Source: an optimization exercise on an open RTL-to-GDS flow (aim: small area, a short achievable clock period and few clock cycles per item). Production flows keep margins and buffers that such runs may drop. RTL that was checked went through simulation tests only; none was proved equivalent to the original.

Design int_to_balanced_ternary_core, start of the top module:
module int_to_balanced_ternary_core (
   input  logic                                    clock,
   input  logic                                    reset,
   input  logic                                    start,
   output logic                                    busy,
   input  logic signed [itbt_pkg::VALUE_WIDTH-1:0] req_value,
   output logic                                    rsp_strobe,
   output logic signed [1:0]                       rsp_trit,
   output logic                                    rsp_last_trit
);
For scale: about 40 I/O pins.
==> flow/config.mk <==
export PLATFORM = sky130hd
export DESIGN_NAME = int_to_balanced_ternary_core
export DESIGN_NICKNAME = int_to_balanced_ternary_core
export VERILOG_FILES = /design/flow/design.v
export SDC_FILE = /design/flow/constraint.sdc
export NUM_CORES = 4
export LEC_CHECK = 0
export ABC_AREA = 1
export CAP_MARGIN = 20
export CORE_MARGIN = 2
export CORE_UTILIZATION = 40
export SETUP_SLACK_MARGIN = 5
export SLEW_MARGIN = 20
==> flow/constraint.sdc <==
create_clock -name core_clock -period 8.5 [get_ports {clock}]
set_input_delay 1.7000 -clock core_clock [delete_from_list [all_inputs] [get_ports {clock}]]
set_output_delay 1.7000 -clock core_clock [all_outputs]
set_load 0.01 [all_outputs]
standard.sh (not shown) runs the stock make flow with config.mk's settings and CLKGATE_MAP_FILE= SYNTH_SCRIPT=/design/flow/synth_recipe.tcl, a recipe that flattens the netlist after the stock synthesis.
==> flow/flow/run.sh <==
#!/bin/bash
# Standard layout, with three changes: adders are left to ABC instead of being mapped to
# full/half adder cells, ABC's area script maps with plain "map" (flow/abc_area.script),
# and the port buffers are the smallest buffer.
set -euo pipefail
rm -rf scripts
cp -r "$FLOW_HOME/scripts" scripts
cp flow/abc_area.script scripts/abc_area.script
bash standard.sh ADDER_MAP_FILE= SCRIPTS_DIR="$PWD/scripts" \
   "BUFFER_PORTS_ARGS=-buffer_cell sky130_fd_sc_hd__buf_1" finish > standard_flow.log 2>&1
==> flow/flow/abc_area.script <==
strash
dch -f
map
topo
stime -c
buffer -c
upsize -c
dnsize -c
Then changed:
==> flow/flow/abc_area.script (replaced) <==
strash
dch
map
topo
stime -c
buffer -c
upsize -c
dnsize -c
Effect:
- global-route usage falls by 0.67 points
- maximum frequency rises by 3.3%
- sequential share of layout area rises by 0.98 points
- core utilization falls by 4.6 points
- synthesized area rises by 3.1%
- die area rises by 3.0%
No functional check of the RTL was part of any run of this note.

* * *

== run 1 ==
int_to_balanced_ternary_core, a different RTL version from the one above (not shown whole).
Size: ~46 flip-flops, about 40 I/O pins.
export LEC_CHECK = 0
export ABC_AREA = 1
export CAP_MARGIN = 20
export CORE_MARGIN = 2
export CORE_UTILIZATION = 40
export SETUP_SLACK_MARGIN = 5
export SLEW_MARGIN = 20
create_clock -name core_clock -period 8.5 [get_ports {clock}]
==> flow/flow/run.sh <==
#!/bin/bash
# Standard layout, with two changes: adders are left to ABC instead of being mapped to
# full/half adder cells, and the port buffers are the smallest buffer.
set -euo pipefail
bash standard.sh ADDER_MAP_FILE= "BUFFER_PORTS_ARGS=-buffer_cell sky130_fd_sc_hd__buf_1" SETUP_SLACK_MARGIN=5.5 finish > standard_flow.log 2>&1
Having completed the whole flow, run 1 delivered a layout that passed the timing, design-rule and antenna checks.
Inputs modified between run 1 and run 2:
==> flow/flow/run.sh <==
#!/bin/bash
# Standard layout, with two changes: adders are left to ABC instead of being mapped to
# full/half adder cells, and the port buffers are the smallest buffer.
set -euo pipefail
bash standard.sh ADDER_MAP_FILE= "BUFFER_PORTS_ARGS=-buffer_cell sky130_fd_sc_hd__buf_1" SETUP_SLACK_MARGIN=6 finish > standard_flow.log 2>&1
### Flow results
Compared with run 1, in run 2 met1 wire length increased 8.2%; finished layout cell area now larger. Changes observed in run 2 relative to run 1: number of distinct library cells after synthesis essentially unchanged; number of filler instances in the final layout fell 172. Of the two values seen for destination of the critical timing path, pos_ff was produced by run 1 and neg_ff by run 2.
diff inputs: run 2 => run 3
- changing SETUP_SLACK_MARGIN from 5 to 4.5
==> flow/flow/run.sh <==
#!/bin/bash
# Standard layout, with four changes: adders are left to ABC instead of being mapped to
# full/half adder cells, ABC's area script maps with plain "map" (flow/abc_area.script),
# the port buffers are the smallest buffer, and the clock tree uses small clock buffers
# without dummy loads.
set -euo pipefail
rm -rf scripts
cp -r "$FLOW_HOME/scripts" scripts
cp flow/abc_area.script scripts/abc_area.script
bash standard.sh ADDER_MAP_FILE= SCRIPTS_DIR="$PWD/scripts" \
   "BUFFER_PORTS_ARGS=-buffer_cell sky130_fd_sc_hd__buf_1" \
   "CTS_ARGS=-sink_clustering_enable -repair_clock_nets -dont_use_dummy_load -buf_list {sky130_fd_sc_hd__clkbuf_2 sky130_fd_sc_hd__clkbuf_4 sky130_fd_sc_hd__clkbuf_8} -root_buf sky130_fd_sc_hd__clkbuf_8" \
   finish > standard_flow.log 2>&1
==> flow/flow/abc_area.script (new file) <==
strash
dch
map
topo
stime -c
buffer -c
upsize -c
dnsize -c
- Diff run 2 -> run 3: number of placement rows -1; total track usage lost 1.8 points; routed wire length has decreased; minimum hold slack went up; number of different library cells in the post-synthesis netlist moved up.
- Utilization: run 3 vs run 2 down 14 points
- Cmp run 3 vs run 2: non-clock buffer count lower in run 3
The following lists how run 4 was set up differently from run 3:
- a change of CORE_UTILIZATION from 40 to 65
- an added PLACE_DENSITY of 0.8
- a change of SETUP_SLACK_MARGIN from 4.5 to 5
Notes after the runs:
Of run 4 and run 3, run 3 shows the higher design area, with run 4 below it.
Diff run 3 -> run 4 | vertical extent of the die | down by more than 10%
Diff run 3 -> run 4: maximum fanout along the worst path saw an increase, buffering overhead saw little to no change, routed via count saw an increase, number of cells on the critical path saw a decrease, area growth from synthesis to final layout saw a decrease.
From run 3 to run 4, flip-flop and latch count after synthesis did not move at all.
No functional check of the RTL was part of any run of this note.

* * *

Setup of before:
Another version of the RTL of int_to_balanced_ternary_core (not shown whole).
For scale: about 800 cells after synthesis, ~45 flip-flops, about 40 I/O pins, ~0.0047 mm² of cells after synthesis.
==> flow/config.mk <==
export PLATFORM = sky130hd
export DESIGN_NAME = int_to_balanced_ternary_core
export DESIGN_NICKNAME = int_to_balanced_ternary_core
export VERILOG_FILES = /design/flow/design.v
export SDC_FILE = /design/flow/constraint.sdc
export NUM_CORES = 4
export LEC_CHECK = 0
export ABC_AREA = 1
export CAP_MARGIN = 20
export CORE_MARGIN = 2
export CORE_UTILIZATION = 40
export SETUP_SLACK_MARGIN = 5
export SLEW_MARGIN = 20
export TNS_END_PERCENT = 5
==> flow/constraint.sdc <==
create_clock -name core_clock -period 8.5 [get_ports {clock}]
set_input_delay 1.7000 -clock core_clock [delete_from_list [all_inputs] [get_ports {clock}]]
set_output_delay 1.7000 -clock core_clock [all_outputs]
set_load 0.01 [all_outputs]
==> flow/flow/run.sh <==
#!/bin/bash
# Standard layout, with four changes: adders are left to ABC instead of being mapped to
# full/half adder cells, ABC's area script maps with plain "map" (flow/abc_area.script),
# the port buffers are the smallest buffer, and the clock tree uses small clock buffers
# without dummy loads.
set -euo pipefail
rm -rf scripts
cp -r "$FLOW_HOME/scripts" scripts
cp flow/abc_area.script scripts/abc_area.script
bash standard.sh ADDER_MAP_FILE= SCRIPTS_DIR="$PWD/scripts" \
   "BUFFER_PORTS_ARGS=-buffer_cell sky130_fd_sc_hd__buf_1" \
   "CTS_ARGS=-sink_clustering_enable -repair_clock_nets -dont_use_dummy_load -buf_list {sky130_fd_sc_hd__clkbuf_2 sky130_fd_sc_hd__clkbuf_4 sky130_fd_sc_hd__clkbuf_8} -root_buf sky130_fd_sc_hd__clkbuf_8" \
   SETUP_SLACK_MARGIN=5.15 finish > standard_flow.log 2>&1
==> flow/flow/abc_area.script <==
strash
dch
map
topo
stime -c
buffer -c
upsize -c
dnsize -c
Testbench counts of before, summed over its fixed seeds: cycles 50,408, conversions 2,400.
### before -> after
Settings: GPL_ROUTABILITY_DRIVEN: unset -> 0; TNS_END_PERCENT: 5 -> unset.
Notes after the runs:
after -> before: final critical-path setup slack delta 0, exact match. Per the comparison of after with before, worst slack at placement flat; flip-flop and latch count held steady; number of cells on the critical path held steady; post-synth design cell area flat; count of filler cells inserted in the layout ~0 delta. Looking at after and before, the share of final-layout standard cells stronger than drive strength 1 is a wash. Re maximum fanout along the worst path: no difference whatsoever between before and after. ~same clock insertion delay at the later pin of the skew report in after and before.

* * *

lane 1:
The RTL this note starts from:
==> flow/design.v <==
package itbt_pkg;
   localparam int VALUE_WIDTH = 32;
   localparam int MAX_TRITS   = 21;
   localparam int QW = 34;
   localparam logic [QW-1:0] POW21 = 34'd10460353203;
   localparam logic signed [VALUE_WIDTH-1:0] HI = 32'sd1743392201;
   localparam logic signed [QW-1:0] B_POS_Z =  34'sd581130734;
   localparam logic signed [QW-1:0] B_NEG_Z = -34'sd581130734;
   localparam logic signed [QW-1:0] B_POS_P =  34'sd4067915135;
   localparam logic signed [QW-1:0] B_NEG_P =  34'sd2905653667;
   localparam logic signed [QW-1:0] B_POS_N = -34'sd2905653667;
   localparam logic signed [QW-1:0] B_NEG_N = -34'sd4067915135;
endpackage
import itbt_pkg::*;
module int_to_balanced_ternary_core (
   input  logic                                    clock,
   input  logic                                    reset,
   input  logic                                    start,
   output logic                                    busy,
   input  logic signed [itbt_pkg::VALUE_WIDTH-1:0] req_value,
   output logic                                    rsp_strobe,
   output logic signed [1:0]                       rsp_trit,
   output logic                                    rsp_last_trit
);
   logic signed [QW-1:0] q_ff;
   logic                 pos_ff;       
   logic                 neg_ff;       
   logic                 nz_ff;        
   logic [4:0]           j_ff;         
   logic                 busy_ff;      
   logic                 tail_ff;      
   logic                 tail_neg_ff;  
   logic                 tail_nz_ff;   
   logic                 tail_last_ff; 
   logic                 strobe_ff;    
   logic                 started_ff;   
   logic [QW-1:0]        q_next;
   logic [QW-1:0]        t_pos;
   logic [QW-1:0]        t_neg;
   logic                 pos_next;
   logic                 neg_next;
   logic                 in_pos;
   logic                 in_neg;
   logic                 load;
   logic [4:0]           j_next;
   logic                 tail_next;
   function automatic logic ge_var(input logic [QW-1:0] a, input logic [QW-1:0] b);
      logic [63:0] gt;
      logic [63:0] eq;
      for (int i = 0; i < 64; i++) begin
         gt[i] = 1'b0;
         eq[i] = 1'b1;
      end
      for (int i = 0; i < QW - 1; i++) begin
         gt[i] = a[i] & ~b[i];
         eq[i] = a[i] | ~b[i];
      end
      gt[QW-1] = ~a[QW-1] & b[QW-1];
      eq[QW-1] = ~a[QW-1] | b[QW-1];
      for (int l = 0; l < 6; l++)
         for (int i = 0; i < 32; i++)
            if (i < (32 >> l)) begin
               gt[i] = gt[2*i+1] | (eq[2*i+1] & gt[2*i]);
               eq[i] = eq[2*i+1] & eq[2*i];
            end
      ge_var = gt[0] | eq[0];
   endfunction
   function automatic logic ge_chain(input logic [QW-1:0] a, input logic [QW-1:0] b);
      logic r;
      r = 1'b1;
      for (int i = 0; i < QW - 1; i++)
         r = (a[i] & ~b[i]) | ((a[i] | ~b[i]) & r);
      ge_chain = (~a[QW-1] & b[QW-1]) | ((~a[QW-1] | b[QW-1]) & r);
   endfunction
   always_comb begin
      logic [QW-1:0] x;
      logic [QW-1:0] s;
      logic [QW-1:0] c;
      logic [QW-1:0] b;
      logic [QW-1:0] p;
      logic [QW-1:0] gg;
      logic [QW-1:0] pp;
      logic [QW-1:0] kp;
      logic [QW-1:0] kn;
      kp = -POW21;
      kn = POW21;
      for (int i = 0; i < QW; i++)
         x[i] = (kp[i] & kn[i]) ? nz_ff : (kp[i] ? pos_ff : (kn[i] ? neg_ff : 1'b0));
      for (int i = 0; i < QW; i++) begin
         s[i] = q_ff[i] ^ (i > 0 ? q_ff[i-1] : 1'b0) ^ x[i];
         c[i] = (i > 0) ? ((q_ff[i] & q_ff[i-1]) | (q_ff[i] & x[i]) | (q_ff[i-1] & x[i])) : (q_ff[i] & x[i]);
      end
      b  = {c[QW-2:0], 1'b0};
      p  = s ^ b;
      gg = s & b;
      pp = p;
      for (int l = 0; (1 << l) < QW; l++)
         for (int i = 0; i < QW; i++)
            if (((i >> l) & 1) == 1) begin
               gg[i] = gg[i] | (pp[i] & gg[((i >> l) << l) - 1]);
               pp[i] = pp[i] & pp[((i >> l) << l) - 1];
            end
      for (int i = 0; i < QW; i++)
         q_next[i] = p[i] ^ (i > 0 ? gg[i-1] : 1'b0);
   end
   always_comb begin
      logic [QW-1:0] pp_;
      logic [QW-1:0] pn_;
      logic [QW-1:0] pz_;
      logic [QW-1:0] np_;
      logic [QW-1:0] nn_;
      logic [QW-1:0] nz_;
      pp_ = B_POS_P;
      pn_ = B_POS_N;
      pz_ = B_POS_Z;
      np_ = B_NEG_P + 1'b1;
      nn_ = B_NEG_N + 1'b1;
      nz_ = B_NEG_Z + 1'b1;
      for (int i = 0; i < QW; i++) begin
         t_pos[i] = (pp_[i] & pos_ff) | (pn_[i] & neg_ff) | (pz_[i] & ~nz_ff);
         t_neg[i] = (np_[i] & pos_ff) | (nn_[i] & neg_ff) | (nz_[i] & ~nz_ff);
      end
   end
   assign pos_next = ge_chain(q_ff, t_pos);
   assign neg_next = ~ge_chain(q_ff, t_neg);
   assign in_pos = ge_var({{(QW-VALUE_WIDTH){req_value[VALUE_WIDTH-1]}}, req_value}, {{(QW-VALUE_WIDTH){HI[VALUE_WIDTH-1]}}, HI});
   assign in_neg = ge_var(-{{(QW-VALUE_WIDTH){HI[VALUE_WIDTH-1]}}, HI}, {{(QW-VALUE_WIDTH){req_value[VALUE_WIDTH-1]}}, req_value});
   assign load = start & ~busy_ff;
   always_comb begin
      if (load)
         j_next = 5'd20;
      else if (j_ff == 5'd0)
         j_next = 5'd0;
      else
         j_next = j_ff - 5'd1;
   end
   assign tail_next = tail_ff ? strobe_ff : (load & (j_ff == 5'd1));
   always_ff @(posedge clock) begin
      if (reset) begin
         j_ff      <= 5'd0;
         busy_ff   <= 1'b0;
         strobe_ff <= 1'b0;
         tail_ff   <= 1'b0;
      end else begin
         j_ff      <= j_next;
         busy_ff   <= (j_next != 5'd0) & ((j_next != 5'd1) | tail_next);
         tail_ff   <= tail_next;
         if (load)
            strobe_ff <= in_pos | in_neg;
         else if (j_ff == 5'd1)
            strobe_ff <= 1'b1;
         else if (j_ff == 5'd0)
            strobe_ff <= 1'b0;
         else
            strobe_ff <= started_ff | nz_ff | pos_next | neg_next;
      end
   end
   always_ff @(posedge clock) begin
      if (tail_ff) begin
         tail_neg_ff  <= neg_ff;
         tail_nz_ff   <= nz_ff;
         tail_last_ff <= (j_ff == 5'd0);
      end else begin
         tail_neg_ff  <= neg_next;
         tail_nz_ff   <= pos_next | neg_next;
         tail_last_ff <= 1'b1;
      end
   end
   always_ff @(posedge clock) begin
      if (load) begin
         q_ff       <= {{(QW-VALUE_WIDTH){req_value[VALUE_WIDTH-1]}}, req_value};
         pos_ff     <= in_pos;
         neg_ff     <= in_neg;
         nz_ff      <= in_pos | in_neg;
         started_ff <= 1'b0;
      end else begin
         q_ff       <= q_next;
         pos_ff     <= pos_next;
         neg_ff     <= neg_next;
         nz_ff      <= pos_next | neg_next;
         started_ff <= started_ff | nz_ff;
      end
   end
   assign busy          = busy_ff;
   assign rsp_strobe    = tail_ff | strobe_ff;
   assign rsp_trit      = tail_ff ? {tail_neg_ff, tail_nz_ff} : {neg_ff, nz_ff};
   assign rsp_last_trit = tail_ff ? tail_last_ff : (j_ff == 5'd0);
endmodule
export LEC_CHECK = 0
export ABC_AREA = 1
export CAP_MARGIN = 20
export CORE_MARGIN = 2
export CORE_UTILIZATION = 40
export SETUP_SLACK_MARGIN = 5
export SLEW_MARGIN = 20
create_clock -name core_clock -period 8.5 [get_ports {clock}]
Scripts as last shown in full above: flow/flow/run.sh, flow/flow/abc_area.script
Looking at the reports, lane 1 completed the entire flow and the layout it produced met the timing, design-rule and antenna checks.
> inputs changed (lane 1 -> lane 2)
-- flow/flow/run.sh --
<<< lane 1, line 13
   SETUP_SLACK_MARGIN=5.15 finish > standard_flow.log 2>&1
>>> lane 2, line 13
   SETUP_SLACK_MARGIN=5.25 finish > standard_flow.log 2>&1
Results
Diff lane 1 -> lane 2 | layout buffering overhead excluding clock cells | increase of 0.77 points. Going from lane 1 to lane 2, the met1 track demand over resource was found to have gone down by 0.16 points. Relative to lane 1, post-route fraction of the period consumed by the critical path has decreased by 1.2 points in lane 2. Compared with lane 1, in lane 2 count of non-CTS buffers in the layout now larger, number of hold violations in the final report comparable. Sequential share of layout area (lower): lane 2.
No functional check of the RTL was part of any run of this note.

==> what the ideal ports hide <==
No port has a modelled driver above. Below, the same layouts with a new extraction and two added sets of constraints.
Step 1 sets driving cells, clkbuf_16 on the clock port and buf_2 on the other inputs (assumed; they add their load-dependent delay and slew).
Step 2 also shifts input and output timing later by t, the mid clock arrival at the registers, as if the neighbouring blocks saw the same clock.
Slacks: ideal / step 1 / step 2; pairs: ideal / step 1.
| run | shift t [ns] | setup slack, ns | hold slack, ns | worst data-port slew with drivers (ns) |
|---|---|---|---|---|
| the first run of note 1 | 0.336 | 4.975 / 4.975 / 4.915 | 0.433 / 0.433 / 0.433 | 0.03 |
| the second run of note 1 | 0.343 | 5.088 / 5.088 / 5.088 | 0.444 / 0.444 / 0.444 | 0.04 |
| run 1 | 0.337 | 5.586 / 5.607 / 5.270 | 0.460 / 0.460 / 0.460 | 0.04 |
| run 2 | 0.341 | 5.596 / 5.603 / 5.271 | 0.458 / 0.458 / 0.458 | 0.04 |
| run 3 | 0.349 | 4.930 / 4.930 / 4.930 | 0.468 / 0.468 / 0.468 | 0.04 |
| run 4 | 0.337 | 5.217 / 5.217 / 5.217 | 0.467 / 0.467 / 0.467 | 0.03 |
| before | 0.358 | 5.422 / 5.422 / 5.146 | 0.468 / 0.468 / 0.468 | 0.03 |
| after | 0.358 | 5.422 / 5.422 / 5.146 | 0.468 / 0.468 / 0.468 | 0.03 |
| lane 1 | 0.361 | 5.218 / 5.204 / 4.854 | 0.489 / 0.489 / 0.489 | 0.05 |
| lane 2 | 0.357 | 5.320 / 5.305 / 4.957 | 0.488 / 0.488 / 0.488 | 0.05 |
After both steps every run listed still meets setup and hold. For lane 1, which loses most, drivers alone change the setup slack by -0.014 ns; drivers and shift together by -0.364 ns.
